Context: an optimization exercise on an open-source flow, tuned for small area. The choices shown serve that exercise and are no tape-out recipe. Only simulation tests tie the RTL to the original design; equivalence was not proved. Power is estimated from default activity; no workload was simulated.

==> design.v <==
package att_pkg;
    typedef logic [31:0] t_temp;      
    typedef logic [16:0] t_pct;       
    typedef logic [15:0] t_factor;    
    typedef logic [23:0] t_runs;
    typedef logic [15:0] t_count;
    typedef logic [1:0]  t_status;
    typedef logic [2:0]  t_cfg_idx;
    typedef logic [31:0] t_cfg_data;
    localparam t_cfg_idx CfgStepInitial   = 3'd0;
    localparam t_cfg_idx CfgStepFactor    = 3'd1;
    localparam t_cfg_idx CfgStepMinimum   = 3'd2;
    localparam t_cfg_idx CfgPctLow        = 3'd3;
    localparam t_cfg_idx CfgPctHigh       = 3'd4;
    localparam t_cfg_idx CfgRunsBase      = 3'd5;
    localparam t_cfg_idx CfgRunsIncrement = 3'd6;
    localparam t_cfg_idx CfgRunsCeiling   = 3'd7;
    localparam t_status StatusContinue = 2'd0;
    localparam t_status StatusSettled  = 2'd1;
    localparam t_status StatusGaveUp   = 2'd2;
    localparam logic KindStart   = 1'b0;
    localparam logic KindMeasure = 1'b1;
    typedef struct packed {
        logic accept_start;
        logic accept_measure;
        logic adjust;
        logic move;
        logic shrink;
        logic sub;
        logic div_init;
        logic div_step;
        logic calc;
        logic load_out;
    } t_cmd;
    typedef struct packed {
        logic over_band;
        logic below_band;
        logic temp_le_step;
        logic temp_lt_step;
    } t_sts;
endpackage
module acceptance_temperature_tuner (
    input  logic        i_clk,
    input  logic        i_rst_n,
    input  logic        i_in_valid,
    output logic        o_in_ready,
    input  logic        i_in_kind,
    input  logic [31:0] i_in_start_temp,
    input  logic [16:0] i_in_measured_pct,
    output logic        o_out_valid,
    input  logic        i_out_ready,
    output logic [31:0] o_out_run_temp,
    output logic [31:0] o_out_end_temp,
    output logic [23:0] o_out_run_length,
    output logic [1:0]  o_out_status,
    input  logic        i_cfg_valid,
    output logic        o_cfg_ready,
    input  logic [2:0]  i_cfg_index,
    input  logic [31:0] i_cfg_data
);
    localparam logic [41:0] EndMul = 42'd4393648464593;
    typedef enum logic [4:0] {
        S_IDLE = 5'd0,
        S_ST1  = 5'd1,
        S_ST2  = 5'd2,
        S_ST3  = 5'd3,
        S_ST4  = 5'd4,
        S_ST5  = 5'd5,
        S_ST6  = 5'd6,
        S_M1   = 5'd7,
        S_M2   = 5'd8,
        S_M3   = 5'd9,
        S_M5   = 5'd10,
        S_SH1  = 5'd11,
        S_SH2  = 5'd12,
        S_LCHK = 5'd13,
        S_MV0  = 5'd14,
        S_MV2  = 5'd15,
        S_SB0  = 5'd16,
        S_SB2  = 5'd17,
        S_SM1  = 5'd18,
        S_SM2  = 5'd19,
        S_RN1  = 5'd20,
        S_RN2  = 5'd21,
        S_RN4  = 5'd22,
        S_RN5  = 5'd23,
        S_EN1  = 5'd24,
        S_FIN  = 5'd25,
        S_M2B  = 5'd26
    } t_state;
    logic [31:0] r_step_initial;
    logic [15:0] r_step_factor;
    logic [31:0] r_step_minimum;
    logic [16:0] r_pct_low;
    logic [16:0] r_pct_high;
    logic [23:0] r_runs_base;
    logic [23:0] r_runs_inc;
    logic [23:0] r_runs_ceiling;
    logic [31:0] r_temp;
    logic [31:0] r_step;
    logic [23:0] r_runs;
    logic [15:0] r_count;
    logic        r_up;
    logic        r_down;
    logic [31:0] r_acc;
    logic [1:0]  r_status;
    logic        r_out_valid;
    logic        r_over;
    logic        r_below;
    logic        r_loop;
    logic        r_sticky;
    logic [5:0]  r_cnt;
    t_state      r_state;
    logic sel_temp, sel_step, sel_count, sel_runs, sel_si, sel_sm, sel_rb, sel_ri;
    logic sel_rc, sel_pl, sel_ph, sel_pct, sel_st;
    logic inv, cin;
    logic [31:0] opb;
    logic [32:0] sum;
    logic [31:0] bus;
    logic        force1;
    logic ld_temp, ld_step, ld_runs, ld_count;
    logic acc_clr, acc_ld, acc_shr, acc_shl;
    logic cnt_clr, cnt_inc;
    t_state n_state;
    logic fbit, cbit, mbit;
    assign fbit = r_step_factor[r_cnt[3:0]];
    assign cbit = r_count[~r_cnt[3:0]];
    assign mbit = EndMul[r_cnt];
    assign opb = ({32{sel_temp}}  & r_temp)
               | ({32{sel_step}}  & r_step)
               | ({32{sel_count}} & {16'b0, r_count})
               | ({32{sel_runs}}  & {8'b0, r_runs})
               | ({32{sel_si}}    & r_step_initial)
               | ({32{sel_sm}}    & r_step_minimum)
               | ({32{sel_rb}}    & {8'b0, r_runs_base})
               | ({32{sel_ri}}    & {8'b0, r_runs_inc})
               | ({32{sel_rc}}    & {8'b0, r_runs_ceiling})
               | ({32{sel_pl}}    & {15'b0, r_pct_low})
               | ({32{sel_ph}}    & {15'b0, r_pct_high})
               | ({32{sel_pct}}   & {15'b0, i_in_measured_pct})
               | ({32{sel_st}}    & i_in_start_temp);
    logic [31:0] addb;
    logic [32:0] bk_g0, bk_p0, bk_g, bk_p;
    assign addb = opb ^ {32{inv}};
    assign bk_g0 = {r_acc & addb, cin};
    assign bk_p0 = {r_acc ^ addb, 1'b0};
    always_comb begin
        bk_g = bk_g0;
        bk_p = bk_p0;
        for (int step = 1; step < 33; step = step * 2) begin
            for (int k = 2 * step - 1; k < 33; k = k + 2 * step) begin
                bk_g[k] = bk_g[k] | (bk_p[k] & bk_g[k - step]);
                bk_p[k] = bk_p[k] & bk_p[k - step];
            end
        end
        for (int step = 16; step >= 1; step = step / 2) begin
            for (int k = 3 * step - 1; k < 33; k = k + 2 * step) begin
                bk_g[k] = bk_g[k] | (bk_p[k] & bk_g[k - step]);
                bk_p[k] = bk_p[k] & bk_p[k - step];
            end
        end
    end
    assign sum = {bk_g[32], bk_p0[32:1] ^ bk_g[31:0]};
    assign bus = sum[31:0] | {32{force1}};
    logic [31:0] acc_d;
    assign acc_d = ({32{acc_ld}}  & sum[31:0])
                 | ({32{acc_shr}} & sum[32:1])
                 | ({32{acc_shl}} & {sum[30:0], 1'b0});
    logic adjust;
    assign adjust = (r_down && r_over) || (r_up && r_below);
    always_comb begin
        n_state   = r_state;
        sel_temp  = 1'b0;
        sel_step  = 1'b0;
        sel_count = 1'b0;
        sel_runs  = 1'b0;
        sel_si    = 1'b0;
        sel_sm    = 1'b0;
        sel_rb    = 1'b0;
        sel_ri    = 1'b0;
        sel_rc    = 1'b0;
        sel_pl    = 1'b0;
        sel_ph    = 1'b0;
        sel_pct   = 1'b0;
        sel_st    = 1'b0;
        inv       = 1'b0;
        cin       = 1'b0;
        force1    = 1'b0;
        ld_temp   = 1'b0;
        ld_step   = 1'b0;
        ld_runs   = 1'b0;
        ld_count  = 1'b0;
        acc_clr   = 1'b0;
        acc_ld    = 1'b0;
        acc_shr   = 1'b0;
        acc_shl   = 1'b0;
        cnt_clr   = 1'b0;
        cnt_inc   = 1'b0;
        o_in_ready = 1'b0;
        case (r_state)
            S_IDLE: begin
                cnt_clr = 1'b1;
                if (r_out_valid) begin
                    acc_ld = 1'b1;
                end else begin
                    acc_clr = 1'b1;
                    if (i_in_valid) n_state = i_in_kind ? S_M1 : S_ST1;
                end
            end
            S_ST1: begin
                o_in_ready = 1'b1;
                sel_st     = 1'b1;
                ld_temp    = i_in_valid;
                n_state    = i_in_valid ? S_ST2 : S_IDLE;
            end
            S_ST2: begin
                sel_si  = 1'b1;
                ld_step = 1'b1;
                n_state = S_ST3;
            end
            S_ST3: begin
                sel_rb  = 1'b1;
                ld_runs = 1'b1;
                n_state = S_ST4;
            end
            S_ST4: begin
                ld_count = 1'b1;
                n_state  = S_ST5;
            end
            S_ST5: begin
                sel_temp = 1'b1;
                acc_ld   = 1'b1;
                n_state  = S_ST6;
            end
            S_ST6: begin
                inv = 1'b1;
                if (sum[32]) acc_ld = 1'b1;
                else acc_clr = 1'b1;
                n_state = S_FIN;
            end
            S_M1: begin
                sel_pct = 1'b1;
                acc_ld  = 1'b1;
                n_state = S_M2;
            end
            S_M2: begin
                sel_pl  = 1'b1;
                inv     = 1'b1;
                cin     = 1'b1;
                acc_clr = 1'b1;
                n_state = S_M2B;
            end
            S_M2B: begin
                sel_pct = 1'b1;
                acc_ld  = 1'b1;
                n_state = S_M3;
            end
            S_M3: begin
                sel_ph     = 1'b1;
                inv        = 1'b1;
                o_in_ready = 1'b1;
                acc_clr    = 1'b1;
                n_state    = i_in_valid ? S_M5 : S_IDLE;
            end
            S_M5: begin
                sel_count = 1'b1;
                cin       = 1'b1;
                ld_count  = !sum[16];
                n_state   = adjust ? S_SH1 : S_MV0;
            end
            S_SH1: begin
                sel_step = fbit;
                acc_shr  = 1'b1;
                cnt_inc  = 1'b1;
                if (r_cnt[3:0] == 4'd15) n_state = S_SH2;
            end
            S_SH2: begin
                ld_step = 1'b1;
                cnt_clr = 1'b1;
                if (r_loop) begin
                    acc_ld  = 1'b1;
                    n_state = S_LCHK;
                end else begin
                    acc_clr = 1'b1;
                    n_state = S_MV0;
                end
            end
            S_LCHK: begin
                sel_temp = 1'b1;
                inv      = 1'b1;
                acc_clr  = 1'b1;
                n_state  = sum[32] ? S_SH1 : S_SB0;
            end
            S_MV0: begin
                if (r_over || r_below) begin
                    sel_temp = 1'b1;
                    acc_ld   = 1'b1;
                    n_state  = S_MV2;
                end else begin
                    acc_clr = 1'b1;
                    n_state = S_RN1;
                end
            end
            S_MV2: begin
                sel_step = 1'b1;
                if (r_over) begin
                    force1  = sum[32];
                    ld_temp = 1'b1;
                    acc_clr = 1'b1;
                    n_state = S_RN1;
                end else begin
                    inv     = 1'b1;
                    acc_clr = 1'b1;
                    if (sum[32]) begin
                        n_state = S_SB0;
                    end else begin
                        cnt_clr = 1'b1;
                        n_state = S_SH1;
                    end
                end
            end
            S_SB0: begin
                sel_temp = 1'b1;
                acc_ld   = 1'b1;
                n_state  = S_SB2;
            end
            S_SB2: begin
                sel_step = 1'b1;
                inv      = 1'b1;
                cin      = 1'b1;
                ld_temp  = 1'b1;
                acc_clr  = 1'b1;
                n_state  = S_SM1;
            end
            S_SM1: begin
                sel_step = 1'b1;
                acc_ld   = 1'b1;
                n_state  = S_SM2;
            end
            S_SM2: begin
                sel_sm  = 1'b1;
                inv     = 1'b1;
                cin     = 1'b1;
                acc_clr = 1'b1;
                n_state = S_RN1;
            end
            S_RN1: begin
                sel_runs = 1'b1;
                acc_ld   = 1'b1;
                n_state  = S_RN2;
            end
            S_RN2: begin
                sel_rc  = 1'b1;
                inv     = 1'b1;
                cin     = 1'b1;
                acc_clr = 1'b1;
                cnt_clr = 1'b1;
                n_state = sum[32] ? S_EN1 : S_RN4;
            end
            S_RN4: begin
                sel_ri  = cbit;
                cnt_inc = 1'b1;
                if (r_cnt[3:0] == 4'd15) begin
                    acc_ld  = 1'b1;
                    n_state = S_RN5;
                end else begin
                    acc_shl = 1'b1;
                end
            end
            S_RN5: begin
                sel_rb  = 1'b1;
                force1  = r_sticky || (sum[31:24] != 8'd0);
                ld_runs = 1'b1;
                acc_clr = 1'b1;
                cnt_clr = 1'b1;
                n_state = S_EN1;
            end
            S_EN1: begin
                sel_temp = mbit;
                acc_shr  = 1'b1;
                cnt_inc  = 1'b1;
                if (r_cnt == 6'd41) n_state = S_FIN;
            end
            S_FIN: begin
                acc_ld  = 1'b1;
                n_state = S_IDLE;
            end
            default: begin
                n_state = S_IDLE;
            end
        endcase
    end
    logic [31:0] cfg_d0, cfg_d1;
    logic [7:0]  cfg_en;
    assign cfg_d0 = i_cfg_data & {32{i_rst_n}};
    assign cfg_d1 = i_cfg_data | {32{~i_rst_n}};
    always_comb begin
        for (int k = 0; k < 8; k++) begin
            cfg_en[k] = !i_rst_n || (i_cfg_valid && (i_cfg_index == 3'(k)));
        end
    end
    localparam logic [31:0] RvStepInitial = 32'd65536;
    localparam logic [31:0] RvStepFactor  = 32'd32768;
    localparam logic [31:0] RvStepMinimum = 32'd1;
    localparam logic [31:0] RvPctLow      = 32'd19661;
    localparam logic [31:0] RvPctHigh     = 32'd32768;
    localparam logic [31:0] RvRunsBase    = 32'd1000;
    localparam logic [31:0] RvRunsInc     = 32'd100;
    localparam logic [31:0] RvRunsCeiling = 32'd10000;
    logic [31:0] cfg_si, cfg_sf, cfg_sm, cfg_pl, cfg_ph, cfg_rb, cfg_ri, cfg_rc;
    assign cfg_si = (cfg_d1 & RvStepInitial) | (cfg_d0 & ~RvStepInitial);
    assign cfg_sf = (cfg_d1 & RvStepFactor)  | (cfg_d0 & ~RvStepFactor);
    assign cfg_sm = (cfg_d1 & RvStepMinimum) | (cfg_d0 & ~RvStepMinimum);
    assign cfg_pl = (cfg_d1 & RvPctLow)      | (cfg_d0 & ~RvPctLow);
    assign cfg_ph = (cfg_d1 & RvPctHigh)     | (cfg_d0 & ~RvPctHigh);
    assign cfg_rb = (cfg_d1 & RvRunsBase)    | (cfg_d0 & ~RvRunsBase);
    assign cfg_ri = (cfg_d1 & RvRunsInc)     | (cfg_d0 & ~RvRunsInc);
    assign cfg_rc = (cfg_d1 & RvRunsCeiling) | (cfg_d0 & ~RvRunsCeiling);
    always_ff @(posedge i_clk) begin
        if (cfg_en[0]) r_step_initial <= cfg_si;
        if (cfg_en[1]) r_step_factor  <= cfg_sf[15:0];
        if (cfg_en[2]) r_step_minimum <= cfg_sm;
        if (cfg_en[3]) r_pct_low      <= cfg_pl[16:0];
        if (cfg_en[4]) r_pct_high     <= cfg_ph[16:0];
        if (cfg_en[5]) r_runs_base    <= cfg_rb[23:0];
        if (cfg_en[6]) r_runs_inc     <= cfg_ri[23:0];
        if (cfg_en[7]) r_runs_ceiling <= cfg_rc[23:0];
    end
    logic [31:0] bus_d;
    assign bus_d = bus & {32{i_rst_n}};
    always_ff @(posedge i_clk) begin
        if (ld_temp  || !i_rst_n) r_temp  <= bus_d;
        if (ld_step  || !i_rst_n) r_step  <= bus_d;
        if (ld_runs  || !i_rst_n) r_runs  <= bus_d[23:0];
        if (ld_count || !i_rst_n) r_count <= bus_d[15:0];
    end
    always_ff @(posedge i_clk) begin
        if (!i_rst_n) begin
            r_state     <= S_IDLE;
            r_out_valid <= 1'b0;
            r_up        <= 1'b0;
            r_down      <= 1'b0;
        end else begin
            r_state <= n_state;
            if (r_state == S_FIN) r_out_valid <= 1'b1;
            else if (i_out_ready) r_out_valid <= 1'b0;
            if (r_state == S_ST4) begin
                r_up   <= 1'b0;
                r_down <= 1'b0;
            end
            if (r_state == S_MV0) begin
                r_up   <= r_over;
                r_down <= !r_over && r_below;
            end
        end
    end
    always_ff @(posedge i_clk) begin
        if (r_state == S_M2) r_below <= !sum[32];
        if (r_state == S_M3) r_over <= sum[32];
        if (r_state == S_ST4 || r_state == S_M3) r_status <= 2'd0;
        if (r_state == S_MV0 && !r_over && !r_below) r_status <= 2'd1;
        if (r_state == S_SM2 && !sum[32]) r_status <= 2'd2;
        if (r_state == S_MV2) r_loop <= 1'b1;
        else if (r_state == S_IDLE) r_loop <= 1'b0;
        if (r_state == S_RN2) r_sticky <= 1'b0;
        else if (r_state == S_RN4 && sum[31:24] != 8'd0) r_sticky <= 1'b1;
        if (cnt_clr) r_cnt <= '0;
        else if (cnt_inc) r_cnt <= r_cnt + 6'd1;
        r_acc <= acc_d;
    end
    assign o_cfg_ready      = 1'b1;
    assign o_out_valid      = r_out_valid;
    assign o_out_run_temp   = r_temp;
    assign o_out_end_temp   = r_acc;
    assign o_out_run_length = r_runs;
    assign o_out_status     = r_status;
endmodule
==> flow/run.sh <==
#!/bin/bash
# The standard layout (standard.sh: ORFS synthesis to finish), except that
# the port buffers are made from the smallest buffer cell instead of the
# clkdlybuf4s50_1 that buffer_ports picks by default. Every port still gets a
# buffer. ORFS writes each step's log under orfs/logs; the make output goes
# to standard.log here.
set -o pipefail
export BUFFER_PORTS_ARGS="-buffer_cell sky130_fd_sc_hd__buf_1"
bash standard.sh > standard.log 2>&1
==> standard.sh <==
#!/bin/bash
# synth_recipe.tcl (not shown) runs the flow's synth.tcl, then flattens the netlist and writes it again
# the make line also repeats each setting of config.mk as NAME=value (left out here)
make -C /OpenROAD-flow-scripts/flow DESIGN_CONFIG=/design/flow/config.mk WORK_HOME=/design/flow/orfs CLKGATE_MAP_FILE= SYNTH_SCRIPT=/design/flow/synth_recipe.tcl "${@:-finish}"
==> config.mk <==
export PLATFORM = sky130hd
export DESIGN_NAME = acceptance_temperature_tuner
export DESIGN_NICKNAME = acceptance_temperature_tuner
export VERILOG_FILES = /design/flow/design.v
export SDC_FILE = /design/flow/constraint.sdc
export NUM_CORES = 4
export LEC_CHECK = 0
export CAP_MARGIN = 0
export CORE_MARGIN = 2
export CORE_UTILIZATION = 60
export CTS_BUF_LIST = sky130_fd_sc_hd__clkbuf_16
export CTS_CLUSTER_DIAMETER = 70
export CTS_CLUSTER_SIZE = 25
export SLEW_MARGIN = 0
==> constraint.sdc <==
create_clock -name core_clock -period 10.0 [get_ports {i_clk}]
set_input_delay 2.0000 -clock core_clock [delete_from_list [all_inputs] [get_ports {i_clk}]]
set_output_delay 2.0000 -clock core_clock [all_outputs]
set_load 0.01 [all_outputs]
==> results of run 1 <==
flip-flops by register name (all words and copies together), names as in the netlist, 24 cells and up:
name,count
r_acc,32
r_runs_base,24
r_step_minimum,32
r_step,32
r_runs_ceiling,24
r_step_initial,32
r_runs,24
r_runs_inc,24
r_temp,32
cell usage after synthesis, types with 10 or more instances:
master      n  area share [%]
a21boi_0   22             1.0
a21oi_1    23            0.72
a221oi_1   21             1.2
a221oi_2   27             2.5
a222oi_1   16             1.0
a22oi_1    80             3.8
and2_1     39             1.5
clkbuf_1   58             1.4
dfxtp_1    50             6.3
edfxtp_1  292              55
fa_1       17             2.1
ha_1       35             2.7
inv_1      19            0.45
nand2_1   121             2.9
nand2b_1   26             1.0
nand3_1    11            0.35
nand4_1    28             1.1
nor2_1     51             1.2
nor3_1     10            0.31
o21a_1     20            0.94
o21ai_0    36             1.1
o221ai_1   20             1.1
xnor2_1    25             1.4
xor2_1     36             2.0
power by group through the flow:
stage | logic (uW) | registers, uW | clock network (uW)
floorplan | 1130 | 2150 | 0
global route | 1960 | 2210 | 999
detailed placement | 1780 | 2200 | 0
CTS | 1790 | 2170 | 947
finish | 1810 | 2190 | 944
global placement | 1760 | 2200 | 0
cell type report:
| type | instances | share of cell area, % |
|---|---|---|
| Inverter | 21 | 0.443 |
| Tap cell | 335 | 2.36 |
| Clock inverter | 16 | 0.943 |
| Timing Repair Buffer | 216 | 5.31 |
| Multi-Input combinational cell | 765 | 33.0 |
| Sequential cell | 342 | 55.0 |
| Clock buffer | 21 | 2.96 |
cells by family (layout without fill, tap and decap cells):
logic type / Yosys count / after routing / share of synthesized area (%)
and+or+nand+nor: 315 / 315 / 9.63
AOI/OAI and AO/OA: 322 / 322 / 16.4
DFF: 342 / 342 / 61.3
adders and majority gates: 52 / 52 / 4.88
muxes: 14 / 14 / 1.83
xor gates and xnor gates: 61 / 61 / 3.35
buffers and inverters: 98 / 274 / 2.55
other: 1 / 1 / 0.0235
per-stage QoR:
| stage | cells | cell area (um2) |
|---|---|---|
| after CTS | 1716 | 17800 |
| after floorplan | 1205 | 15900 |
| after global routing | 1716 | 17800 |
| after detailed placement | 1679 | 17100 |
| after global placement | 1679 | 17100 |
| final | 1716 | 17800 |
critical path: cells and delay by family (launching register included):
family / cells / cell delay (ns)
compound gates: 13 / 3.68
xor+xnor: 1 / 0.19
buf+inv: 2 / 0.74
simple gates: 5 / 1.79
mux: 1 / 0.13
flops: 1 / 0.71
fa+ha+maj: 3 / 1.25
path summary, 6_finish.rpt:
path | end | depth (start not counted) | slack, ns
min reg2reg | r_status[0] | 2 | 0.48
max reg2reg | r_step[6] | 25 | 1.15
max | r_step[6] | 25 | 1.15
min | r_status[0] | 2 | 0.48
routing by layer:
metal / share of wire (%) / track usage, %
met3: 11 / 5.54
met1: 43 / 50.7
met4: 2.1 / 6.78
met2: 44 / 47.7
met5: 0 / 0
cells in the final DEF (no fill, tap or decap), types with 9 or more instances in the layout:
| cell type | n |
|---|---|
| a21oi_1 | 23 |
| fa_1 | 17 |
| a222oi_1 | 16 |
| and2_1 | 39 |
| nand2_1 | 121 |
| buf_4 | 35 |
| nand4_1 | 28 |
| o221ai_1 | 20 |
| nor2_1 | 50 |
| a21o_1 | 9 |
| inv_1 | 23 |
| nand3_1 | 11 |
| a221oi_1 | 21 |
| a22oi_1 | 80 |
| buf_1 | 180 |
| xnor2_1 | 25 |
| edfxtp_1 | 292 |
| a21boi_0 | 22 |
| clkbuf_16 | 21 |
| a221oi_2 | 27 |
| ha_1 | 35 |
| o21ai_0 | 30 |
| dfxtp_1 | 50 |
| nor2b_1 | 9 |
| o21a_1 | 20 |
| xor2_1 | 36 |
| nand2b_1 | 26 |
==> run_results.csv, run 1 <==
group,metric,value,unit
placement,gp_congestion,0.929,
setup_path,r2r-start,"r_cnt[0]",
floorplanning,start_util,61.1,%
final_layout,postLayoutCoreUtil,68.2,%
setup_path,criticalPathCategory,"flip-flop to flip-flop",
detailed_routing,wirelength,45800,um
synthesis,synth_edf_count,292,
setup_path,end_kind,"flip-flop",
final_layout,layout-drive-gt1-share,8.69,%
min_path,hold_start,"r_status[0]",
floorplanning,dieHeight,167,um
sta,hold_viol,0,
global_routing,grt_usage,32.3,%
detailed_routing,via_count,11391,
floorplanning,io_pins,183,
global_routing,grt_max_degree,50,
synthesis,synth_cells,1205,
sta,holdWs,0.481,ns
final_layout,n_antenna_cell,0,
clock_network,cts_tree,"built",
final_layout,seq_area,9770,um2
final_layout,area_growth,11.6,%
sta,rsz0062_at_grt,"no",
pwr,power.switching,1950,uW
pwr,p_int,3000,uW
synthesis,synthArstFlopShare,0,%
setup_path,crit_path_start_kind,"flip-flop",
final_layout,multi_input_area,5870,um2
setup_path,max_stage_delay,0.75,ns
placement,portBuffers,181,
sta,drv_slew,0,
floorplanning,core,26100,um2
global_routing,grt_pass1_wl,67700,um
sta,setup_viol,0,
pwr,power_frac_comb,36.7,%
run_status,status,"no timing/DRC/antenna violations",
clock_network,clkTransAtPathRegs,0.09,ns
sta,fin_worst_skew,0.0237,ns
final_layout,nFillCells,1952,
flow_run,maxCapViolCount,0,
synthesis,post_synth_instance_area,15900,um2
placement,dp_hpwl,31600,um
detailed_routing,antenna_left,0,
sta,max_slew_margin,27.5,%
setup_path,crit_start,"r_cnt[0]",
pwr,swShare,39.4,%
clock_network,cts-htree-levels,1,
detailed_routing,drc,0,
sta,fin_ws,1.15,ns
floorplanning,std_cell_rows,59,
setup_path,path_max_fanout,25,
pwr,clockPowerShare,19.1,%
detailed_routing,drtIter0Drc,1568,
sta,worst_pin_slew,1.08,ns
sta,max_freq,0.113,GHz
setup_path,crit_top_cell,"o21ai_0",
detailed_routing,avgViaCountPerCell,6.64,
synthesis,synth_cell_types,72,
min_path,hp-class,"flip-flop to flip-flop",
placement,post-place-ws,1.22,ns
floorplanning,die_w,167,um
pwr,cellPowerDensity,278,nW/um2
pwr,leakagePower,0.00622,uW
global_routing,grt_pass1_vias,10564,
synthesis,ys_warn_count,1,
clock_network,cts_buffers,21,
synthesis,synthFlopType,"edfxtp_1",
clock_network,cts_setup_buffers,0,
clock_network,cts_sinks,342,
clock_network,post_cts_resized,0,
global_routing,grt.overflow.total,0,
sta,finalCritPeriodShare,88.5,%
floorplanning,die_area,27900,um2
pwr,vdd_drop_max,208,uV
setup_path,arrival,9.04,ns
pwr,finalPower,4940,uW
pwr,pwr-share-seq,44.2,%
synthesis,syn_nets,1347,
final_layout,fin_nets,1509,
synthesis,yosysSeqAreaShare,61.3,%
synthesis,ys_ff_latch,342,
clock_network,clockBufferDepth,3,
sta,period_minus_slack,8.85,ns
clock_network,root_buffer,"clkbuf_16",
detailed_routing,post_drt_wl_per_cell,26.7,um
detailed_routing,firstDrtPassIters,6,
global_routing,antenna_found_initial,0,
setup_path,worst_path_max_delay_cell,"o41ai_4",
setup_path,cp.required,10.18,ns
clock_network,ctsHoldBuffers,0,
clock_network,insertion_delay,0.54,ns
sta,tns,0,ns
synthesis,avgSynthCellArea,13.2,um2
==> inputs of run 2 (changes only) <==
--- a/config.mk
+++ b/config.mk
@@ -5,10 +5,10 @@
 export SDC_FILE = /design/flow/constraint.sdc
 export NUM_CORES = 4
 export LEC_CHECK = 0
-export CAP_MARGIN = 0
+export CAP_MARGIN = 20
 export CORE_MARGIN = 2
 export CORE_UTILIZATION = 60
 export CTS_BUF_LIST = sky130_fd_sc_hd__clkbuf_16
-export CTS_CLUSTER_DIAMETER = 70
-export CTS_CLUSTER_SIZE = 25
-export SLEW_MARGIN = 0
+export CTS_CLUSTER_DIAMETER = 60
+export CTS_CLUSTER_SIZE = 32
+export SLEW_MARGIN = 20
==> run 2 against run 1 <==
Against the previous run: still clean on timing, DRC and antenna; register-to-register slack worse by 0.11 ns; core utilization grew 1.0 points; clock skew fell by 0.0092 ns; non-clock buffer count is the same; routed wire length rose by 0.61%; sequential power is essentially flat; worst hold slack worse by 0.0026 ns; clock power grew 23%.
==> run_results.csv, run 2 <==
group,metric,value,unit
run_status,status,"no timing/DRC/antenna violations",
global_routing,busiest_layer,"met1",
sta,drv_slew,0,
synthesis,post_synth_instance_area,15900,um2
setup_path,path_max_fanout,25,
final_layout,layout_commonest_cell,"edfxtp_1",
final_layout,area_growth,13.2,%
final_layout,nFillCells,1903,
sta,fin_ws,1.03,ns
synthesis,ys_ff_latch,342,
sta,worst_pin_slew,1.01,ns
clock_network,post_cts_resized,0,
setup_path,rr_endpoint,"r_step[6]",
setup_path,r2r-start,"r_cnt[0]",
setup_path,max_stage_delay,0.73,ns
floorplanning,io_pins,183,
clock_network,cts_tree,"built",
global_routing,grt.overflow.total,0,
placement,post-place-ws,1.22,ns
sta,finalCritPeriodShare,89.7,%
min_path,whs_path_depth,2,
flow_run,maxCapViolCount,0,
setup_path,end_kind,"flip-flop",
detailed_routing,drtIter0Drc,1577,
pwr,finalPower,5160,uW
detailed_routing,avgViaCountPerCell,6.61,
final_layout,final_cell_mix,"edfxtp_1, buf_1, nand2_1",
synthesis,synth.most_common_cell,"edfxtp_1",
synthesis,yosys.area.top_type,"edfxtp_1",
sta,max_slew_margin,32.0,%
sta,max_freq,0.112,GHz
synthesis,synthArstFlopShare,0,%
final_layout,fin_nets,1515,
global_routing,use_met3,8.03,%
synthesis,synthFlopType,"edfxtp_1",
global_routing,grt_pass1_vias,10709,
global_routing,globalRouteMet1Util,48.8,%
global_routing,grt_usage,32.4,%
clock_network,insertion_delay,0.55,ns
clock_network,cts_sinks,342,
setup_path,worst_path_max_delay_cell,"o41ai_4",
final_layout,seq_area,9770,um2
clock_network,root_buffer,"clkbuf_16",
detailed_routing,wirelength,46000,um
detailed_routing,antenna_left,0,
clock_network,ctsHoldBuffers,0,
pwr,leakagePower,0.00633,uW
final_layout,multi_input_area,5870,um2
final_layout,n_antenna_cell,0,
detailed_routing,post_drt_wl_per_cell,26.6,um
synthesis,yosysSeqAreaShare,61.3,%
synthesis,yosys-top-cells-count,"edfxtp_1, nand2_1, a22oi_1, clkbuf_1, nor2_1",
floorplanning,start_util,61.1,%
synthesis,synth_area_leaders,"edfxtp_1, dfxtp_1, a22oi_1",
clock_network,cts-htree-levels,1,
setup_path,arrival,9.15,ns
sta,setup_viol,0,
global_routing,grt_max_degree,50,
synthesis,synth_edf_count,292,
floorplanning,dieHeight,167,um
setup_path,crit_path_start_kind,"flip-flop",
pwr,power_frac_comb,35.2,%
synthesis,synth_cell_types,72,
placement,dp_hpwl,31600,um
sta,hold_viol,0,
synthesis,synth_cells,1205,
synthesis,syn_nets,1347,
floorplanning,core,26100,um2
synthesis,ys_warn_count,1,
setup_path,crit_top_cell,"o21ai_0",
clock_network,cts_buffers,27,
detailed_routing,firstDrtPassIters,5,
clock_network,cts_setup_buffers,0,
sta,rsz0062_at_grt,"no",
setup_path,criticalPathCategory,"flip-flop to flip-flop",
pwr,power.switching,1980,uW
clock_network,clockBufferDepth,3,
pwr,pwr-share-seq,42.4,%
pwr,cellPowerDensity,286,nW/um2
min_path,hp-class,"flip-flop to flip-flop",
sta,holdWs,0.479,ns
min_path,hold_start,"r_status[0]",
sta,fin_worst_skew,0.0145,ns
pwr,p_int,3180,uW
min_path,hold_path_end,"r_status[0]",
sta,tns,0,ns
floorplanning,die_area,27900,um2
synthesis,avgSynthCellArea,13.2,um2
setup_path,worstRegToRegCells,25,
sta,period_minus_slack,8.97,ns
synthesis,synth_top_cell_area_share,55.0,%
placement,gp_congestion,0.929,
global_routing,grt_pass1_wl,67800,um
setup_path,r2r_slack,1.03,ns
setup_path,cp.required,10.18,ns
floorplanning,std_cell_rows,59,
floorplanning,die_w,167,um
global_routing,antenna_found_initial,0,
clock_network,clkTransAtPathRegs,0.08,ns
pwr,swShare,38.4,%
detailed_routing,drc,0,
placement,portBuffers,181,
final_layout,layout-drive-gt1-share,9.40,%
global_routing,met2_usage,48.2,%
detailed_routing,via_count,11428,
pwr,clockPowerShare,22.4,%
pwr,vdd_drop_max,206,uV
## run 2: per-stage QoR
stage / utilization, % / area (um2) / std cells
2_1_floorplan: - / 15900 / 1205
3_3_place_gp: 65.6 / 17100 / 1679
3_5_place_dp: 65.6 / 17100 / 1679
4_1_cts: 69.2 / 18000 / 1728
5_1_grt: 69.2 / 18000 / 1728
6_report: 69.2 / 18000 / 1728
## run 2: cell families (layout without fill, tap and decap cells)
kind of cell | after synthesis | count (layout) | share of synthesized area [%]
other | 1 | 1 | 0.0235
AOI/OAI and AO/OA | 322 | 322 | 16.4
muxes | 14 | 14 | 1.83
adders and majority gates | 52 | 52 | 4.88
DFF | 342 | 342 | 61.3
and+or+nand+nor | 315 | 315 | 9.63
buffers and inverters | 98 | 286 | 2.55
xor gates and xnor gates | 61 | 61 | 3.35
## run 2: power groups by stage
stage	Combinational (uW)	Clock, uW	Sequential, uW
after floorplan	1130	0	2150
after global placement	1760	0	2200
after detailed placement	1780	0	2200
after CTS	1790	1160	2180
after global routing	1960	1210	2210
final	1820	1160	2190
## run 2: cell type report
class | instances | area share (%)
Sequential cell | 342 | 54.2
Timing Repair Buffer | 216 | 5.23
Clock buffer | 27 | 3.75
Multi-Input combinational cell | 765 | 32.6
Inverter | 21 | 0.437
Tap cell | 335 | 2.32
Clock inverter | 22 | 1.55
## run 2: critical path, delay by kind of cell (launching register included)
| kind | cells | cell delay, ns |
|---|---|---|
| xor+xnor | 1 | 0.19 |
| flops | 1 | 0.71 |
| fa+ha+maj | 3 | 1.25 |
| buf+inv | 2 | 0.75 |
| compound gates | 13 | 3.71 |
| simple gates | 5 | 1.80 |
| mux | 1 | 0.16 |
## run 2: how the worst max path moves through the flow
| stage | start | end | slack [ns] | cells after the start |
|---|---|---|---|---|
| 2_1_floorplan | i_in_start_temp[9] | r_acc[14] | 2.89 | 24 |
| 3_3_place_gp | r_cnt[0] | r_step[6] | 1.48 | 25 |
| 3_5_place_dp | r_cnt[0] | r_count[6] | 1.22 | 25 |
| 4_1_cts | r_cnt[0] | r_step[6] | 1.09 | 25 |
| 5_1_grt | r_cnt[0] | r_step[8] | 0.65 | 25 |
| 6_report | r_cnt[0] | r_step[6] | 1.03 | 25 |
## run 2: metal layers
metal,routed length (um),vias to the layer above,share of wire (%)
li1,-,5040,-
met1,19200,5650,42
met2,20500,661,45
met3,5320,77,12
met4,1030,0,2.2
met5,0,-,0
==> inputs of run 3 (changes only) <==
--- a/config.mk
+++ b/config.mk
@@ -9,6 +9,6 @@
 export CORE_MARGIN = 2
 export CORE_UTILIZATION = 60
 export CTS_BUF_LIST = sky130_fd_sc_hd__clkbuf_16
-export CTS_CLUSTER_DIAMETER = 60
-export CTS_CLUSTER_SIZE = 32
+export CTS_CLUSTER_DIAMETER = 120
+export CTS_CLUSTER_SIZE = 26
 export SLEW_MARGIN = 20
==> run 3 against run 2 <==
Against the previous run: still clean on timing, DRC and antenna; worst hold slack better by 0.0041 ns; clock skew up 0.011 ns; flip-flop and latch count did not move; first-iteration DRC count fell by 4.4%; core utilization fell by 1.8 points; worst setup slack improved by 0.13 ns; cell area fell by 2.6%; clock power shrank 34%; sequential share of layout area is 1.4 points higher; total power shrank 7.7%; critical path type unchanged; highest routed layer unchanged.
==> run_results.csv, run 3 <==
group,metric,value,unit
run_status,status,"no timing/DRC/antenna violations",
setup_path,arrival,9.02,ns
setup_path,r2r-start,"r_cnt[0]",
global_routing,grt_pass1_wl,67200,um
pwr,power_frac_comb,38.1,%
sta,max_freq,0.113,GHz
flow_run,maxCapViolCount,0,
setup_path,worst_path_max_delay_cell,"o41ai_4",
sta,setup_viol,0,
pwr,power.switching,1890,uW
synthesis,synthFlopType,"edfxtp_1",
placement,portBuffers,181,
final_layout,postLayoutCoreUtil,67.5,%
setup_path,max_stage_delay,0.74,ns
detailed_routing,via_count,11383,
final_layout,layout-drive-gt1-share,7.71,%
synthesis,synth_area_leaders,"edfxtp_1, dfxtp_1, a22oi_1",
clock_network,ctsHoldBuffers,0,
sta,rsz0062_at_grt,"no",
final_layout,n_antenna_cell,0,
final_layout,multi_input_area,5870,um2
global_routing,grt_max_degree,50,
pwr,vdd_drop_max,220,uV
sta,drv_slew,0,
sta,hold_viol,0,
floorplanning,core,26100,um2
synthesis,yosys.area.top_type,"edfxtp_1",
synthesis,synth_top_cell_area_share,55.0,%
detailed_routing,wirelength,45400,um
detailed_routing,drc,0,
setup_path,crit_path_start_kind,"flip-flop",
synthesis,yosysSeqAreaShare,61.3,%
detailed_routing,firstDrtPassIters,6,
floorplanning,dieHeight,167,um
setup_path,criticalPathCategory,"flip-flop to flip-flop",
floorplanning,std_cell_rows,59,
final_layout,seq_area,9770,um2
pwr,finalPower,4770,uW
sta,fin_worst_skew,0.0251,ns
placement,gp_congestion,0.929,
setup_path,cp.required,10.18,ns
final_layout,area_growth,10.3,%
clock_network,clockBufferDepth,3,
placement,placed_cells,1679,
sta,worst_pin_slew,1.04,ns
final_layout,finalNonFillerCells,1709,
synthesis,yosys-top-cells-count,"edfxtp_1, nand2_1, a22oi_1, clkbuf_1, nor2_1",
synthesis,ys_ff_latch,342,
synthesis,ys_warn_count,1,
final_layout,layout_commonest_cell,"edfxtp_1",
global_routing,grt_usage,32.1,%
clock_network,cts_buffers,17,
floorplanning,die_area,27900,um2
setup_path,crit_start,"r_cnt[0]",
min_path,hp-class,"flip-flop to flip-flop",
clock_network,cts-htree-levels,1,
synthesis,synth_cell_types,72,
setup_path,crit_top_cell,"o21ai_0",
detailed_routing,avgViaCountPerCell,6.66,
global_routing,grt.overflow.total,0,
synthesis,synthArstFlopShare,0,%
clock_network,clkTransAtPathRegs,0.11,ns
setup_path,crit_path_end,"r_step[6]",
pwr,cellPowerDensity,271,nW/um2
synthesis,synth_edf_count,292,
final_layout,nFillCells,1973,
floorplanning,io_pins,183,
setup_path,end_kind,"flip-flop",
pwr,pwr-share-seq,45.8,%
synthesis,synth.most_common_cell,"edfxtp_1",
detailed_routing,drtIter0Drc,1508,
detailed_routing,antenna_left,0,
setup_path,rr_endpoint,"r_step[6]",
synthesis,post_synth_instance_area,15900,um2
pwr,leakagePower,0.00614,uW
clock_network,cts_sinks,342,
sta,finalCritPeriodShare,88.4,%
placement,dp_hpwl,31600,um
sta,period_minus_slack,8.84,ns
setup_path,path_max_fanout,25,
synthesis,syn_nets,1347,
setup_path,worstRegToRegCells,25,
pwr,swShare,39.6,%
floorplanning,start_util,61.1,%
clock_network,cts_tree,"built",
clock_network,post_cts_resized,0,
global_routing,antenna_found_initial,0,
pwr,p_int,2880,uW
pwr,clockPowerShare,16.1,%
synthesis,synth_cells,1205,
final_layout,final_cell_mix,"edfxtp_1, buf_1, nand2_1",
sta,max_slew_margin,30.6,%
setup_path,r2r_slack,1.16,ns
floorplanning,die_w,167,um
clock_network,root_buffer,"clkbuf_16",
synthesis,avgSynthCellArea,13.2,um2
detailed_routing,post_drt_wl_per_cell,26.6,um
final_layout,fin_nets,1505,
clock_network,cts_setup_buffers,0,
min_path,whs_path_depth,2,
global_routing,grt_pass1_vias,10520,
clock_network,insertion_delay,0.52,ns
sta,tns,0,ns
run 3: cell counts after synthesis:
Identical to the previous run, type by type.
run 3: through the flow:
step / instance area (um2) / hold WS, ns / setup slack, ns
floorplan: 15900 / 0.469 / 2.89
global placement: 17100 / 0.456 / 1.48
detailed placement: 17100 / 0.463 / 1.22
CTS: 17600 / 0.480 / 1.17
global route: 17600 / 0.515 / 0.623
finish: 17600 / 0.483 / 1.16
run 3: power groups by stage:
stage	clock network, uW	registers (uW)	logic (uW)
after CTS	771	2170	1790
after floorplan	0	2150	1130
after detailed placement	0	2200	1780
after global routing	815	2200	1960
final	769	2180	1810
after global placement	0	2200	1760
run 3: cell type report:
| class | count | area share (%) |
|---|---|---|
| clock buffer | 17 | 2.42 |
| clock inverter | 13 | 0.399 |
| inverter | 21 | 0.448 |
| multi-input combinational | 765 | 33.4 |
| sequential | 342 | 55.6 |
| tap | 335 | 2.38 |
| timing repair buffer | 216 | 5.37 |
run 3: how the worst min path moves through the flow:
stage	from	end	slack, ns
finish	r_status[0]	r_status[0]	0.48
global route	r_status[0]	r_status[0]	0.51
CTS	r_status[0]	r_status[0]	0.48
detailed placement	r_status[0]	r_status[0]	0.46
global placement	r_status[0]	r_status[0]	0.46
floorplan	r_sticky	r_sticky	0.47
run 3: cells by family (layout without fill, tap and decap cells):
kind of cell / after synthesis / after routing / share of synthesized area (%)
AO/OA/AOI/OAI: 322 / 322 / 16.4
XOR/XNOR: 61 / 61 / 3.35
adder cells (fa/ha/maj): 52 / 52 / 4.88
buffers and inverters: 98 / 267 / 2.55
flip-flops: 342 / 342 / 61.3
multiplexers: 14 / 14 / 1.83
other: 1 / 1 / 0.0235
AND/OR/NAND/NOR: 315 / 315 / 9.63
run 3: metal layers:
metal | GRT usage, % | routed length, um
met2 | 46.9 | 20200
met3 | 7.30 | 5030
met4 | 7.16 | 1070
met1 | 49.5 | 19200
met5 | 0 | 0
run 3: critical path: cells and delay by family, from the launching register on:
kind	cells	cell delay, ns
AOI/OAI and AO/OA	13	3.67
xor gates and xnor gates	1	0.19
adders and majority gates	3	1.24
buffers and inverters	2	0.74
DFF	1	0.72
muxes	1	0.13
and+or+nand+nor	5	1.78
==> inputs of run 4 (changes only) <==
--- a/config.mk
+++ b/config.mk
@@ -9,6 +9,6 @@
 export CORE_MARGIN = 2
 export CORE_UTILIZATION = 60
 export CTS_BUF_LIST = sky130_fd_sc_hd__clkbuf_16
-export CTS_CLUSTER_DIAMETER = 120
-export CTS_CLUSTER_SIZE = 26
+export CTS_CLUSTER_DIAMETER = 90
+export CTS_CLUSTER_SIZE = 30
 export SLEW_MARGIN = 20
==> run 4 against run 3 <==
Against the previous run: still clean; core utilization barely moved; clock skew rose by 0.014 ns; combinational power barely moved; cell count fell by 0.12%; non-clock buffer count did not move; cell area barely moved; die area did not move; first-iteration DRC count rose by 8.8%.
==> run_results.csv, run 4 <==
group,metric,value,unit
run_status,status,"no timing/DRC/antenna violations",
clock_network,insertion_delay,0.55,ns
setup_path,rr_endpoint,"r_temp[6]",
setup_path,r2r-start,"r_cnt[0]",
detailed_routing,firstDrtPassIters,6,
synthesis,syn_nets,1347,
floorplanning,io_pins,183,
placement,dp_hpwl,31600,um
sta,drv_slew,0,
synthesis,ys_ff_latch,342,
min_path,hold_start,"r_status[0]",
synthesis,synth.most_common_cell,"edfxtp_1",
setup_path,crit_top_cell,"o21ai_0",
clock_network,clkTransAtPathRegs,0.11,ns
synthesis,synthFlopType,"edfxtp_1",
final_layout,seq_area,9770,um2
clock_network,cts-htree-levels,1,
sta,fin_worst_skew,0.0392,ns
setup_path,r2r_slack,1.09,ns
final_layout,final_cell_mix,"edfxtp_1, buf_1, nand2_1",
synthesis,post_synth_instance_area,15900,um2
final_layout,layout_commonest_cell,"edfxtp_1",
detailed_routing,wirelength,45800,um
clock_network,cts_setup_buffers,0,
final_layout,area_growth,10.3,%
global_routing,antenna_found_initial,0,
floorplanning,die_w,167,um
global_routing,grt_usage,32.3,%
sta,finalCritPeriodShare,89.1,%
placement,portBuffers,181,
detailed_routing,drtIter0Drc,1640,
floorplanning,std_cell_rows,59,
setup_path,max_stage_delay,0.75,ns
global_routing,grt.overflow.total,0,
placement,place_area,17100,um2
global_routing,grt_max_degree,50,
clock_network,cts_sinks,342,
pwr,finalPower,4770,uW
synthesis,synth_cells,1205,
placement,gp_congestion,0.929,
synthesis,synth_top_cell_area_share,55.0,%
global_routing,grt_pass1_vias,10511,
clock_network,cts_tree,"built",
sta,holdWs,0.485,ns
floorplanning,core,26100,um2
pwr,leakagePower,0.00613,uW
final_layout,n_antenna_cell,0,
setup_path,worst_path_max_delay_cell,"o41ai_4",
detailed_routing,avgViaCountPerCell,6.69,
pwr,cellPowerDensity,271,nW/um2
clock_network,root_buffer,"clkbuf_16",
min_path,whs_path_depth,2,
clock_network,cts_buffers,16,
setup_path,criticalPathCategory,"flip-flop to flip-flop",
synthesis,synth_edf_count,292,
synthesis,synth_area_leaders,"edfxtp_1, dfxtp_1, a22oi_1",
detailed_routing,drc,0,
setup_path,path_max_fanout,25,
setup_path,worstRegToRegCells,25,
synthesis,synthArstFlopShare,0,%
synthesis,yosys.area.top_type,"edfxtp_1",
clock_network,post_cts_resized,0,
synthesis,synth_cell_types,72,
clock_network,clockBufferDepth,3,
clock_network,ctsHoldBuffers,0,
synthesis,avgSynthCellArea,13.2,um2
sta,worst_pin_slew,1.02,ns
detailed_routing,post_drt_wl_per_cell,26.8,um
setup_path,end_kind,"flip-flop",
final_layout,multi_input_area,5870,um2
sta,max_slew_margin,31.6,%
sta,setup_viol,0,
final_layout,layout-drive-gt1-share,7.87,%
synthesis,yosysSeqAreaShare,61.3,%
detailed_routing,via_count,11425,
setup_path,crit_path_start_kind,"flip-flop",
flow_run,maxCapViolCount,0,
floorplanning,start_util,61.1,%
final_layout,nFillCells,1979,
sta,hold_viol,0,
min_path,hold_path_end,"r_status[0]",
setup_path,cp.required,10.18,ns
sta,period_minus_slack,8.91,ns
final_layout,final_area,17600,um2
sta,rsz0062_at_grt,"no",
floorplanning,dieHeight,167,um
min_path,hp-class,"flip-flop to flip-flop",
global_routing,grt_pass1_wl,67700,um
synthesis,yosys-top-cells-count,"edfxtp_1, nand2_1, a22oi_1, clkbuf_1, nor2_1",
floorplanning,die_area,27900,um2
pwr,vdd_drop_max,217,uV
synthesis,ys_warn_count,1,
setup_path,arrival,9.09,ns
final_layout,fin_nets,1504,
sta,tns,0,ns
sta,max_freq,0.112,GHz
detailed_routing,antenna_left,0,
run 4: cell counts after synthesis:
No cell type changed its count.
run 4: final cells by class:
class	instances	area share, %
clock buffers	16	2.28
clock inverters	12	0.548
inverters	21	0.448
multi-input cells	765	33.4
flip-flops and latches	342	55.6
well taps	335	2.38
repair buffers	216	5.37
run 4: worst max path at each step:
stage / startpoint / end / cells past startpoint
2_1_floorplan: i_in_start_temp[9] / r_acc[14] / 24
3_3_place_gp: r_cnt[0] / r_step[6] / 25
3_5_place_dp: r_cnt[0] / r_count[6] / 25
4_1_cts: r_cnt[0] / r_temp[6] / 25
5_1_grt: r_cnt[0] / r_step[8] / 25
6_report: r_cnt[0] / r_temp[6] / 25
run 4: per-layer routing:
metal | up-vias | global-route usage (%) | wire length, um | share of wire, %
met5 | - | 0 | 0 | 0
met4 | 0 | 7.12 | 1090 | 2.4
met3 | 70 | 4.94 | 4620 | 10
met2 | 678 | 47.6 | 20400 | 45
met1 | 5671 | 51.0 | 19600 | 43
li1 | 5006 | - | - | -
run 4: cell families (layout without fill, tap and decap cells):
logic type                 after synthesis  count (layout)  share of synthesized area [%]
and+or+nand+nor                        315             315                           9.63
other                                    1               1                         0.0235
muxes                                   14              14                           1.83
DFF                                    342             342                           61.3
xor gates and xnor gates                61              61                           3.35
buffers and inverters                   98             265                           2.55
adders and majority gates               52              52                           4.88
AOI/OAI and AO/OA                      322             322                           16.4
run 4: critical path, delay by kind of cell (launching register included):
kind / cells / cell delay (ns)
muxes: 1 / 0.13
buffers and inverters: 2 / 0.75
DFF: 1 / 0.73
AOI/OAI and AO/OA: 13 / 3.73
xor gates and xnor gates: 1 / 0.19
adders and majority gates: 3 / 1.24
and+or+nand+nor: 5 / 1.77
run 4: power by group:
part	leakage (uW)	internal (uW)	switching, uW
clock	0.000263	311	466
sequential	0.00332	1950	234
combinational	0.00254	611	1200
run 4: per-stage QoR:
step / instances / utilization (%) / worst slack, ns
final: 1707 / 67.5 / 1.09
after global routing: 1707 / 67.5 / 0.585
after CTS: 1707 / 67.5 / 1.12
after detailed placement: 1679 / 65.6 / 1.22
after global placement: 1679 / 65.6 / 1.48
after floorplan: 1205 / - / 2.89
==> inputs of run 5 (changes only) <==
--- a/config.mk
+++ b/config.mk
@@ -9,6 +9,6 @@
 export CORE_MARGIN = 2
 export CORE_UTILIZATION = 60
 export CTS_BUF_LIST = sky130_fd_sc_hd__clkbuf_16
-export CTS_CLUSTER_DIAMETER = 90
-export CTS_CLUSTER_SIZE = 30
+export CTS_CLUSTER_DIAMETER = 70
+export CTS_CLUSTER_SIZE = 25
 export SLEW_MARGIN = 20
==> run 5 against run 4 <==
Against the previous run: flip-flop and latch count stayed put; combinational power hardly changed; non-clock buffer count stayed put; count of clock-buffer cells in the layout is 5 higher; routed wire length hardly changed; global-route usage hardly changed; sequential power hardly changed; die area stayed put; cell area is 1.1% higher.
==> run_results.csv, run 5 <==
group,metric,value,unit
run_status,status,"no timing/DRC/antenna violations",
clock_network,post_cts_resized,0,
pwr,cellPowerDensity,278,nW/um2
pwr,p_int,3000,uW
clock_network,clockBufferDepth,3,
clock_network,cts-htree-levels,1,
final_layout,final_cell_mix,"edfxtp_1, buf_1, nand2_1",
pwr,power.switching,1950,uW
pwr,leakagePower,0.00622,uW
sta,tns,0,ns
placement,portBuffers,181,
placement,dp_hpwl,31600,um
synthesis,yosys.area.top_type,"edfxtp_1",
setup_path,arrival,9.04,ns
final_layout,layout_commonest_cell,"edfxtp_1",
floorplanning,die_area,27900,um2
clock_network,cts_buffers,21,
floorplanning,io_pins,183,
sta,setup_viol,0,
placement,post-place-ws,1.22,ns
setup_path,end_kind,"flip-flop",
clock_network,cts_tree,"built",
detailed_routing,drc,0,
final_layout,area_growth,11.6,%
sta,finalCritPeriodShare,88.5,%
floorplanning,start_util,61.1,%
global_routing,grt_usage,32.3,%
synthesis,synth_cell_types,72,
final_layout,postLayoutCoreUtil,68.2,%
sta,fin_ws,1.15,ns
floorplanning,core,26100,um2
floorplanning,die_w,167,um
clock_network,cts_setup_buffers,0,
synthesis,synthFlopType,"edfxtp_1",
pwr,clockPowerShare,19.1,%
setup_path,path_buf_inv,2,
detailed_routing,antenna_left,0,
sta,max_freq,0.113,GHz
pwr,power_frac_comb,36.7,%
min_path,hp-class,"flip-flop to flip-flop",
setup_path,cp.depth,25,
min_path,hold_start,"r_status[0]",
setup_path,path_max_fanout,25,
synthesis,post_synth_instance_area,15900,um2
sta,rsz0062_at_grt,"no",
detailed_routing,drtIter0Drc,1568,
min_path,whs_path_depth,2,
global_routing,antenna_found_initial,0,
synthesis,synth_area_leaders,"edfxtp_1, dfxtp_1, a22oi_1",
sta,hold_viol,0,
clock_network,insertion_delay,0.54,ns
setup_path,cp.required,10.18,ns
synthesis,synth.most_common_cell,"edfxtp_1",
synthesis,yosys-top-cells-count,"edfxtp_1, nand2_1, a22oi_1, clkbuf_1, nor2_1",
flow_run,maxCapViolCount,0,
synthesis,syn_nets,1347,
detailed_routing,firstDrtPassIters,6,
setup_path,worst_path_max_delay_cell,"o41ai_4",
synthesis,synth_cells,1205,
synthesis,synth_top_cell_area_share,55.0,%
setup_path,max_stage_delay,0.75,ns
setup_path,crit_path_start_kind,"flip-flop",
final_layout,layout-drive-gt1-share,8.69,%
detailed_routing,avgViaCountPerCell,6.64,
final_layout,fin_nets,1509,
global_routing,grt_pass1_vias,10564,
floorplanning,dieHeight,167,um
pwr,pwr-share-seq,44.2,%
setup_path,worstRegToRegCells,25,
clock_network,ctsHoldBuffers,0,
final_layout,n_antenna_cell,0,
detailed_routing,via_count,11391,
clock_network,root_buffer,"clkbuf_16",
setup_path,rr_endpoint,"r_step[6]",
global_routing,grt.overflow.total,0,
final_layout,nFillCells,1952,
setup_path,cp_top_family,"compound AO/OA/AOI/OAI gates",
sta,max_slew_margin,27.5,%
synthesis,synth_edf_count,292,
synthesis,synthArstFlopShare,0,%
sta,period_minus_slack,8.85,ns
pwr,swShare,39.4,%
pwr,vdd_drop_max,208,uV
detailed_routing,wirelength,45800,um
global_routing,grt_max_degree,50,
setup_path,r2r_slack,1.15,ns
sta,worst_pin_slew,1.08,ns
floorplanning,std_cell_rows,59,
synthesis,ys_ff_latch,342,
min_path,hold_path_end,"r_status[0]",
sta,fin_worst_skew,0.0237,ns
setup_path,r2r-start,"r_cnt[0]",
synthesis,ys_warn_count,1,
clock_network,clkTransAtPathRegs,0.09,ns
synthesis,avgSynthCellArea,13.2,um2
global_routing,grt_pass1_wl,67700,um
detailed_routing,post_drt_wl_per_cell,26.7,um
placement,gp_congestion,0.929,
clock_network,cts_sinks,342,
synthesis,yosysSeqAreaShare,61.3,%
sta,drv_slew,0,
setup_path,criticalPathCategory,"flip-flop to flip-flop",
setup_path,crit_top_cell,"o21ai_0",
-- run 5: cell counts after synthesis --
No cell type changed its count.
-- run 5: area by class of cell --
cell class / count / area, um2 / area share [%]
repair buffers: 216 / 943 / 5.31
multi-input cells: 765 / 5870 / 33.0
clock buffers: 21 / 526 / 2.96
clock inverters: 16 / 168 / 0.943
well taps: 335 / 419 / 2.36
inverters: 21 / 78.8 / 0.443
flip-flops and latches: 342 / 9770 / 55.0
-- run 5: cell families (layout without fill, tap and decap cells) --
| kind of cell | Yosys count | after routing | synth area share, % |
|---|---|---|---|
| flops | 342 | 342 | 61.3 |
| compound gates | 322 | 322 | 16.4 |
| simple gates | 315 | 315 | 9.63 |
| buf+inv | 98 | 274 | 2.55 |
| xor+xnor | 61 | 61 | 3.35 |
| fa+ha+maj | 52 | 52 | 4.88 |
| mux | 14 | 14 | 1.83 |
| other cells | 1 | 1 | 0.0235 |
-- run 5: worst max-delay path by stage --
stage	from	slack, ns	endpoint
global placement	r_cnt[0]	1.48	r_step[6]
finish	r_cnt[0]	1.15	r_step[6]
CTS	r_cnt[0]	1.17	r_step[6]
floorplan	i_in_start_temp[9]	2.89	r_acc[14]
global route	r_cnt[0]	0.64	r_count[8]
detailed placement	r_cnt[0]	1.22	r_count[6]
-- run 5: metal layers --
metal,up-vias,global-route usage [%],wire [um]
met2,643,47.7,20200
met5,-,0,0
met1,5662,50.7,19800
li1,5017,-,-
met3,69,5.54,4810
met4,0,6.78,958
-- run 5: worst reg2reg max path, delay by kind of cell (launching register included) --
| family | cells | cell delay (ns) |
|---|---|---|
| AO/OA/AOI/OAI | 13 | 3.69 |
| AND/OR/NAND/NOR | 5 | 1.79 |
| buffers and inverters | 2 | 0.75 |
| adder cells (fa/ha/maj) | 3 | 1.25 |
| flip-flops | 1 | 0.71 |
| multiplexers | 1 | 0.13 |
| XOR/XNOR | 1 | 0.19 |
-- run 5: power groups by stage --
stage / sequential (uW) / combinational (uW) / clock (uW)
2_1_floorplan: 2150 / 1130 / 0
3_3_place_gp: 2200 / 1760 / 0
3_5_place_dp: 2200 / 1780 / 0
4_1_cts: 2170 / 1790 / 947
5_1_grt: 2210 / 1960 / 999
6_report: 2190 / 1810 / 944
-- run 5: metrics by stage --
stage                     instance area (um2)  hold slack [ns]  instances  total power (uW)
after global placement                  17100            0.456       1679              3970
final                                   17800            0.481       1716              4940
after global routing                    17800            0.513       1716              5160
after detailed placement                17100            0.463       1679              3980
after floorplan                         15900            0.469       1205              3280
after CTS                               17800            0.479       1716              4910
==> inputs of run 6 (changes only) <==
--- a/config.mk
+++ b/config.mk
@@ -8,7 +8,7 @@
 export CAP_MARGIN = 20
 export CORE_MARGIN = 2
 export CORE_UTILIZATION = 60
-export CTS_BUF_LIST = sky130_fd_sc_hd__clkbuf_16
-export CTS_CLUSTER_DIAMETER = 70
-export CTS_CLUSTER_SIZE = 25
+export CTS_BUF_LIST = sky130_fd_sc_hd__clkbuf_8
+export CTS_CLUSTER_DIAMETER = 120
+export CTS_CLUSTER_SIZE = 18
 export SLEW_MARGIN = 20
==> run 6 against run 5 <==
Against the previous run: cell count up 0.17%; register-to-register slack better by 0.02 ns; critical path type unchanged; critical endpoint is now r_temp[6]; maximum frequency up 0.20%; global-route usage about the same; still clean on timing, DRC and antenna.
==> run_results.csv, run 6 <==
group,metric,value,unit
pwr,leakagePower,0.00612,uW
sta,fin_ws,1.16,ns
pwr,cellPowerDensity,267,nW/um2
clock_network,cts_tree,"built",
detailed_routing,avgViaCountPerCell,6.59,
detailed_routing,drc,0,
global_routing,grt_pass1_vias,10520,
clock_network,cts_sinks,342,
flow_run,maxCapViolCount,0,
pwr,vdd_drop_max,203,uV
detailed_routing,antenna_left,0,
sta,tns,0,ns
final_layout,fin_nets,1510,
detailed_routing,wirelength,45700,um
detailed_routing,firstDrtPassIters,7,
synthesis,yosys-top-cells-count,"edfxtp_1, nand2_1, a22oi_1, clkbuf_1, nor2_1",
clock_network,cts-htree-levels,1,
floorplanning,die_area,27900,um2
clock_network,clockBufferDepth,3,
sta,worst_pin_slew,1.03,ns
floorplanning,std_cell_rows,59,
synthesis,syn_nets,1347,
global_routing,grt.overflow.total,0,
floorplanning,die_w,167,um
pwr,power_frac_comb,39.0,%
placement,dp_hpwl,31600,um
setup_path,arrival,9.08,ns
synthesis,synth_cells,1205,
global_routing,grt_usage,32.3,%
setup_path,max_stage_delay,0.74,ns
clock_network,post_cts_resized,0,
placement,place_area,17100,um2
final_layout,finalNonFillerCells,1719,
synthesis,synth_area_leaders,"edfxtp_1, dfxtp_1, a22oi_1",
sta,rsz0062_at_grt,"no",
synthesis,synth.most_common_cell,"edfxtp_1",
final_layout,final_area,17500,um2
detailed_routing,via_count,11327,
synthesis,synthArstFlopShare,0,%
floorplanning,core,26100,um2
setup_path,end_kind,"flip-flop",
placement,post-place-ws,1.22,ns
sta,fin_worst_skew,0.0254,ns
clock_network,ctsHoldBuffers,0,
final_layout,nFillCells,2006,
synthesis,post_synth_instance_area,15900,um2
sta,holdWs,0.487,ns
sta,drv_slew,0,
setup_path,criticalPathCategory,"flip-flop to flip-flop",
floorplanning,io_pins,183,
final_layout,final_cell_mix,"edfxtp_1, buf_1, nand2_1",
global_routing,antenna_found_initial,0,
run_status,status,"no timing/DRC/antenna violations",
synthesis,synth_cell_types,72,
pwr,swShare,40.5,%
synthesis,avgSynthCellArea,13.2,um2
sta,period_minus_slack,8.84,ns
final_layout,n_antenna_cell,0,
clock_network,clkTransAtPathRegs,0.12,ns
synthesis,ys_warn_count,1,
floorplanning,start_util,61.1,%
pwr,power.switching,1890,uW
sta,hold_viol,0,
clock_network,root_buffer,"clkbuf_8",
clock_network,cts_setup_buffers,0,
detailed_routing,post_drt_wl_per_cell,26.6,um
floorplanning,dieHeight,167,um
clock_network,insertion_delay,0.60,ns
global_routing,grt_pass1_wl,67600,um
setup_path,path_max_fanout,25,
sta,max_slew_margin,31.2,%
synthesis,synthFlopType,"edfxtp_1",
synthesis,yosysSeqAreaShare,61.3,%
setup_path,worst_path_max_delay_cell,"o41ai_4",
global_routing,grt_max_degree,50,
setup_path,crit_path_start_kind,"flip-flop",
final_layout,layout-drive-gt1-share,7.95,%
placement,gp_congestion,0.929,
setup_path,cp.required,10.25,ns
synthesis,ys_ff_latch,342,
final_layout,layout_commonest_cell,"edfxtp_1",
pwr,p_int,2770,uW
synthesis,synth_edf_count,292,
sta,max_freq,0.113,GHz
setup_path,crit_top_cell,"o21ai_0",
detailed_routing,drtIter0Drc,1530,
min_path,hp-class,"flip-flop to flip-flop",
synthesis,yosys.area.top_type,"edfxtp_1",
sta,finalCritPeriodShare,88.4,%
pwr,pwr-share-seq,46.9,%
final_layout,area_growth,9.58,%
pwr,clockPowerShare,14.1,%
sta,setup_viol,0,
placement,portBuffers,181,
placement,placed_cells,1679,
clock_network,cts_buffers,22,
synthesis,synth_top_cell_area_share,55.0,%
## run 6: layout make-up
class | count | area (um2) | area share [%]
flip-flops and latches | 342 | 9770 | 56.0
multi-input cells | 765 | 5870 | 33.6
repair buffers | 216 | 943 | 5.40
well taps | 335 | 419 | 2.40
clock buffers | 22 | 303 | 1.73
inverters | 21 | 78.8 | 0.452
clock inverters | 18 | 72.6 | 0.416
## run 6: logic make-up after synthesis
family                   share of synthesized area, %
AO/OA/AOI/OAI                                    16.4
XOR/XNOR                                         3.35
adder cells (fa/ha/maj)                          4.88
buffers and inverters                            2.55
flip-flops                                       61.3
multiplexers                                     1.83
other                                          0.0235
AND/OR/NAND/NOR                                  9.63
## run 6: critical path, delay by kind of cell, from the launching register on
kind / cells / cell delay [ns]
flops: 1 / 0.73
simple gates: 5 / 1.77
fa+ha+maj: 3 / 1.25
xor+xnor: 1 / 0.19
mux: 1 / 0.13
compound gates: 13 / 3.66
buf+inv: 2 / 0.75
## run 6: metal layers
metal  wire length [um]  vias to the layer above  global-route usage, %
li1                   -                     5019                      -
met1              19500                     5579                   50.0
met2              20200                      664                   47.1
met3               4960                       65                   7.15
met4               1060                        0                   7.35
met5                  0                        -                      0
## run 6: through the flow
step,utilization (%),power [uW]
final,67.0,4650
after global routing,67.0,4870
after CTS,67.0,4620
after detailed placement,65.6,3980
after global placement,65.6,3970
after floorplan,-,3280
## run 6: path summary, 6_finish.rpt
path | from | to | slack, ns | cells past startpoint
setup / recovery | r_cnt[0] | r_temp[6] | 1.16 | 25
hold / removal | r_status[0] | r_status[0] | 0.49 | 2
setup reg to reg | r_cnt[0] | r_temp[6] | 1.16 | 25
hold reg to reg | r_status[0] | r_status[0] | 0.49 | 2
## run 6: power by group through the flow
stage          combinational, uW  sequential [uW]  clock (uW)
6_report                    1820             2180         654
5_1_grt                     1960             2200         706
4_1_cts                     1790             2170         654
3_5_place_dp                1780             2200           0
3_3_place_gp                1760             2200           0
2_1_floorplan               1130             2150           0
==> inputs of run 7 (changes only) <==
--- a/config.mk
+++ b/config.mk
@@ -7,8 +7,8 @@
 export LEC_CHECK = 0
 export CAP_MARGIN = 20
 export CORE_MARGIN = 2
-export CORE_UTILIZATION = 60
+export CORE_UTILIZATION = 75
 export CTS_BUF_LIST = sky130_fd_sc_hd__clkbuf_8
 export CTS_CLUSTER_DIAMETER = 120
-export CTS_CLUSTER_SIZE = 18
+export CTS_CLUSTER_SIZE = 16
 export SLEW_MARGIN = 20
==> run 7 against run 6 <==
Against the previous run: still clean on timing, DRC and antenna; register-to-register slack improved by 0.22 ns; count of clock-buffer cells in the layout increased by 3; die area decreased by 20%; flip-flop and latch count unchanged; sequential share of layout area about the same; cell area about the same; critical endpoint is now r_temp[14]; highest routed layer unchanged.
==> run_results.csv, run 7 <==
group,metric,value,unit
synthesis,synth_top_cell_area_share,55.0,%
global_routing,grt_usage,40.2,%
flow_run,maxCapViolCount,0,
placement,placed_cells,1617,
detailed_routing,firstDrtPassIters,7,
setup_path,worst_path_max_delay_cell,"o41ai_4",
synthesis,synth_area_leaders,"edfxtp_1, dfxtp_1, a22oi_1",
placement,gp_congestion,0.936,
sta,period_minus_slack,8.62,ns
synthesis,synthFlopType,"edfxtp_1",
final_layout,area_growth,9.51,%
sta,finalCritPeriodShare,86.2,%
floorplanning,die_area,22400,um2
setup_path,crit_path_start_kind,"flip-flop",
global_routing,antenna_found_initial,0,
setup_path,crit_path_end,"r_temp[14]",
setup_path,r2r-start,"r_cnt[0]",
clock_network,root_buffer,"clkbuf_8",
final_layout,seq_area,9770,um2
sta,holdWs,0.483,ns
clock_network,ctsHoldBuffers,0,
pwr,leakagePower,0.00614,uW
detailed_routing,wirelength,44800,um
global_routing,grt_pass1_vias,11274,
sta,setup_viol,0,
detailed_routing,avgViaCountPerCell,7.15,
sta,rsz0062_at_grt,"no",
run_status,status,"no timing/DRC/antenna violations",
sta,max_freq,0.116,GHz
clock_network,cts_setup_buffers,0,
detailed_routing,post_drt_wl_per_cell,26.9,um
pwr,cellPowerDensity,268,nW/um2
floorplanning,die_w,150,um
synthesis,yosysSeqAreaShare,61.3,%
synthesis,synth_edf_count,292,
setup_path,crit_top_cell,"o21ai_0",
setup_path,worstRegToRegCells,26,
setup_path,cp.required,10.23,ns
floorplanning,start_util,76.0,%
setup_path,arrival,8.85,ns
sta,worst_pin_slew,1.02,ns
detailed_routing,drtIter0Drc,1540,
synthesis,synth_cell_types,72,
clock_network,cts_sinks,342,
synthesis,synthArstFlopShare,0,%
global_routing,grt_max_degree,58,
placement,post-place-ws,1.50,ns
sta,fin_ws,1.38,ns
final_layout,final_cell_mix,"edfxtp_1, buf_1, nand2_1",
run 7: cell counts after synthesis:
Identical to the previous run, type by type.
run 7: routing by layer:
metal / global-route usage [%] / wire length (um) / vias to the layer above
li1: - / - / 5016
met4: 13.5 / 1720 / 0
met5: 0 / 0 / -
met1: 59.0 / 16000 / 5649
met3: 8.99 / 6600 / 149
met2: 60.6 / 20400 / 1076
run 7: layout make-up:
type	count	area share [%]
Sequential cell	342	56.0
Clock inverter	21	0.516
Multi-Input combinational cell	765	33.8
Tap cell	275	1.97
Timing Repair Buffer	214	5.32
Clock buffer	25	1.97
Inverter	21	0.452
run 7: through the flow:
| stage | utilization, % | cell area [um2] |
|---|---|---|
| 2_1_floorplan | - | 15900 |
| 3_3_place_gp | 81.1 | 17000 |
| 3_5_place_dp | 81.2 | 17000 |
| 4_1_cts | 83.3 | 17400 |
| 5_1_grt | 83.3 | 17400 |
| 6_report | 83.3 | 17400 |
run 7: worst min-delay path by stage:
stage                 from          end  slack [ns]  depth (start not counted)
2_1_floorplan     r_sticky     r_sticky        0.47                          2
3_3_place_gp   r_status[0]  r_status[0]        0.46                          2
3_5_place_dp   r_status[0]  r_status[0]        0.46                          2
4_1_cts        r_status[0]  r_status[0]        0.48                          2
5_1_grt        r_status[0]  r_status[0]        0.50                          2
6_report       r_status[0]  r_status[0]        0.48                          2
run 7: critical path, delay by kind of cell (launching register included):
family	cells	cell delay (ns)
buf+inv	2	0.74
flops	1	0.73
mux	1	0.13
xor+xnor	1	0.28
fa+ha+maj	3	1.18
compound gates	13	3.27
simple gates	6	1.91
run 7: power breakdown:
part | internal, uW | leakage, uW | switching [uW]
combinational | 609 | 0.00254 | 1180
clock | 238 | 0.000287 | 443
sequential | 1950 | 0.00332 | 244
total | 2800 | 0.00614 | 1870
run 7: logic make-up after synthesis:
logic type / synth area share (%)
AO/OA/AOI/OAI: 16.4
XOR/XNOR: 3.35
flip-flops: 61.3
other: 0.0235
adder cells (fa/ha/maj): 4.88
multiplexers: 1.83
AND/OR/NAND/NOR: 9.63
buffers and inverters: 2.55

Re-timed with assumed drivers on the ports (clkbuf_16 on the clock, buf_2 on other inputs), run 7 has 1.382 ns of setup slack against 1.382 ns with ideal ports, and 1.382 ns once port delays also move by the mid clock arrival of 0.620 ns.
